This design comes from an exercise in tuning for small area, a short achievable clock period and few clock cycles per item on the open sky130 flow, not from production work.
Where RTL was checked, it was by simulation tests only, not by an equivalence proof against the original.

## ntt_barrett_modmul
module ntt_barrett_modmul #(
    parameter int unsigned W   = 16,
    parameter int unsigned PW  = 16,
    parameter int unsigned LAT = ntt_barrett_modmul_pkg::PIPE_LAT
) (
    input  logic          clk,
    input  logic          reset,
    input  logic          cfg_load,
    input  logic [W-1:0]  cfg_q,
    output logic          cfg_busy,
    output logic          cfg_err,
    output logic          cfg_ready,
    input  logic          in_valid,
    output logic          in_ready,
    input  logic [W-1:0]  in_a,
    input  logic [W-1:0]  in_w,
    input  logic [PW-1:0] in_pass,
    output logic          out_valid,
    input  logic          out_ready,
    output logic [W-1:0]  out_data,
    output logic [PW-1:0] out_pass
);
    logic        cfg_ready_q;
    logic        cfg_err_q;
    logic        cfg_ok;
    logic        pipe_empty;
    logic        en;
    logic        fire;
    logic        c_rdy;
    logic        mu_rdy;
    logic [15:0] nq_val;
    logic [15:0] c_val;
    logic [17:0] mu_val;
    logic [3:0]  sh_val;
    logic        out_v_q;
    logic [15:0] out_d_q;
    logic [15:0] out_p_q;
    logic m1_1;
    logic m1_2;
    logic m1_3;
    logic m1_4;
    logic m1_5;
    logic m1_6;
    logic m1_7;
    logic m1_8;
    logic m1_9;
    logic m1_10;
    logic m1_11;
    logic m1_12;
    logic m1_13;
    logic m1_14;
    logic m1_15;
    logic m1_16;
    logic m1_17;
    logic m1_18;
    logic m1_19;
    logic m1_20;
    logic m1_21;
    logic m1_22;
    logic m1_23;
    logic m1_24;
    logic m1_25;
    logic m1_26;
    logic m1_27;
    logic m1_28;
    logic m1_29;
    logic m1_30;
    logic m1_31;
    logic m1_32;
    logic m1_33;
    logic m1_34;
    logic m1_35;
    logic m1_36;
    logic m1_37;
    logic m1_38;
    logic m1_39;
    logic m1_40;
    logic m1_41;
    logic m1_42;
    logic m1_43;
    logic m1_44;
    logic m1_45;
    logic m1_46;
    logic m1_47;
    logic m1_48;
    logic m1_49;
    logic m1_50;
    logic m1_51;
    logic m1_52;
  ...
Size: ~4500 cells after synthesis, ~45000 um2 of cells after synthesis.
clock: 10.0 ns
lec_check: 0
cap_margin: 20
core_margin: 2
core_utilization: 40
setup_slack_margin: 5
slew_margin: 20
synth_hierarchical: 1
synth_minimum_keep_size: 0
run.sh (not shown) runs the stock make flow with config.mk's settings and CLKGATE_MAP_FILE= SYNTH_SCRIPT=/design/flow/synth_recipe.tcl, a recipe that flattens the netlist after the stock synthesis.
The starting point went through all stages and came out clean.
Next try:
--- a/flow/config.mk
+++ b/flow/config.mk
@@ -10,3 +10,2 @@
 export CORE_UTILIZATION = 40
-export SETUP_SLACK_MARGIN = 5
 export SLEW_MARGIN = 20
- count of clock-buffer cells in the layout is lower by 7
- area after synthesis is unchanged
- final area is lower by about 9%
- setup slack is worse by 0.88 ns
Function was not checked in any run of this note: the RTL went through the layout flow alone.

========
Another version of the RTL of ntt_barrett_modmul (not shown whole).
Size in the first run: about 570 flip-flops, about 110 I/O pins, ~0.050 sq mm of cells after synthesis.
Design ntt_barrett_modmul, start of the top module:
module ntt_barrett_modmul #(
    parameter int unsigned W   = 16,
    parameter int unsigned PW  = 16,
    parameter int unsigned LAT = ntt_barrett_modmul_pkg::PIPE_LAT
) (
    input  logic          clk,
    input  logic          reset,
    input  logic          cfg_load,
    input  logic [W-1:0]  cfg_q,
    output logic          cfg_busy,
    output logic          cfg_err,
    output logic          cfg_ready,
    input  logic          in_valid,
    output logic          in_ready,
    input  logic [W-1:0]  in_a,
    input  logic [W-1:0]  in_w,
    input  logic [PW-1:0] in_pass,
    output logic          out_valid,
    input  logic          out_ready,
    output logic [W-1:0]  out_data,
    output logic [PW-1:0] out_pass
);
clock: 10.0 ns
lec_check: 0
cap_margin: 20
core_margin: 2
core_utilization: 40
cts_buf_list: sky130_fd_sc_hd__clkbuf_4 sky130_fd_sc_hd__clkbuf_8
setup_slack_margin: 5
slew_margin: 20
synth_hierarchical: 1
synth_minimum_keep_size: 0
Testbench counts at the start, summed over its fixed seeds: cycles 8,664, items 8,192.
==> next run, changes <==
Settings changed: CTS_BUF_LIST sky130_fd_sc_hd__clkbuf_4 sky130_fd_sc_hd__clkbuf_8 to sky130_fd_sc_hd__clkbuf_8 sky130_fd_sc_hd__clkbuf_16, CTS_CLUSTER_DIAMETER from default to 100, CTS_CLUSTER_SIZE from default to 20.
=>
- The new run completed with no timing, DRC or antenna violations
- critical path depth does not change
- routed wire length went down by 1.4%
- count of clock-buffer cells in the layout went down by 86

========
Starting RTL as in the previous note.
// ntt_barrett_modmul
module ntt_barrett_modmul #(
    parameter int unsigned W   = 16,
    parameter int unsigned PW  = 16,
    parameter int unsigned LAT = ntt_barrett_modmul_pkg::PIPE_LAT
) (
    input  logic          clk,
    input  logic          reset,
    input  logic          cfg_load,
    input  logic [W-1:0]  cfg_q,
    output logic          cfg_busy,
    output logic          cfg_err,
    output logic          cfg_ready,
    input  logic          in_valid,
    output logic          in_ready,
    input  logic [W-1:0]  in_a,
    input  logic [W-1:0]  in_w,
    input  logic [PW-1:0] in_pass,
    output logic          out_valid,
    input  logic          out_ready,
    output logic [W-1:0]  out_data,
    output logic [PW-1:0] out_pass
);
    logic        cfg_ready_q;
    logic        cfg_err_q;
    logic        cfg_ok;
    logic        pipe_empty;
    logic        en;
    logic        fire;
    logic        c_rdy;
    logic        mu_rdy;
    logic [15:0] nqn_val;
    logic [15:0] cn_val;
    logic [17:0] mu_val;
    logic [3:0]  sh_val;
    logic        out_v_q;
    logic [15:0] out_d_q;
    logic [15:0] out_p_q;
    logic m0_1;
    logic m0_2;
    logic m0_3;
    logic m0_4;
    logic m0_5;
    logic m0_6;
    logic m0_7;
    logic m0_8;
    logic m0_9;
    logic m0_10;
    logic m0_11;
    logic m0_12;
    logic m0_13;
  ...
make LEC_CHECK=0 CAP_MARGIN=10 CORE_MARGIN=2 CORE_UTILIZATION=40 CTS_BUF_LIST='sky130_fd_sc_hd__clkbuf_4 sky130_fd_sc_hd__clkbuf_8' SETUP_SLACK_MARGIN=5 SLEW_MARGIN=10 SYNTH_HIERARCHICAL=1 SYNTH_MINIMUM_KEEP_SIZE=0 TNS_END_PERCENT=10 finish   # period 10.0 ns
Testbench counts at the start, summed over its fixed seeds: cycles 8,664, items 8,192.
==> next run, changes <==
CAP_MARGIN = 20   (was 10)
CORE_UTILIZATION = 60   (was 40)
PLACE_DENSITY = 0.75   (was unset)
SLEW_MARGIN = 20   (was 10)
TNS_END_PERCENT = unset   (was 10)
What happened:
- The changed run produced a clean layout
- routed wire length came out lower by about 4.5%
- setup slack is better by 0.074 ns
- final cell count went down by about 10%
- core utilization increases by 21 points
- count of clock-buffer cells in the layout is lower by 7
- design area falls by about 1.5%
- die area drops by 33%
- hold slack is better by 0.036 ns

==> afterwards: timing with drivers on the ports <==
The results above use ideal ports. As a check the final layouts listed here were re-extracted and re-timed, cells and wires unchanged. Step 1 sets driving cells, clkbuf_16 on the clock port and buf_2 on the other inputs (assumed; they add their load-dependent delay and slew). Step 2 adds t to the input delays and takes it off the output delays; t is the mean of the earliest and latest rising clock arrival at the registers after step 1. Input paths then give back, and output paths get back, about the clock's delay inside the block. Slacks: ideal / step 1 / step 2; pairs: ideal / step 1.
run | shift t [ns] | setup slack, ns | worst register clock-pin slew, ns
the first run of note 1 | 0.700 | 4.181 / 4.181 / 4.181 | 0.06 / 0.06
the second run of note 1 | 0.707 | 3.297 / 3.297 / 3.297 | 0.07 / 0.07
the first run of note 2 | 0.847 | 5.060 / 5.047 / 4.278 | 0.08 / 0.08
the second run of note 2 | 0.689 | 5.024 / 5.024 / 4.391 | 0.10 / 0.10
the first run of note 3 | 0.848 | 4.983 / 4.950 / 4.247 | 0.08 / 0.08
the second run of note 3 | 0.790 | 5.057 / 5.026 / 4.389 | 0.08 / 0.08
After both steps every run listed still meets setup and hold. The setup slack of the first run of note 2, which loses most, moves by -0.013 ns with the drivers and by -0.782 ns with both steps.
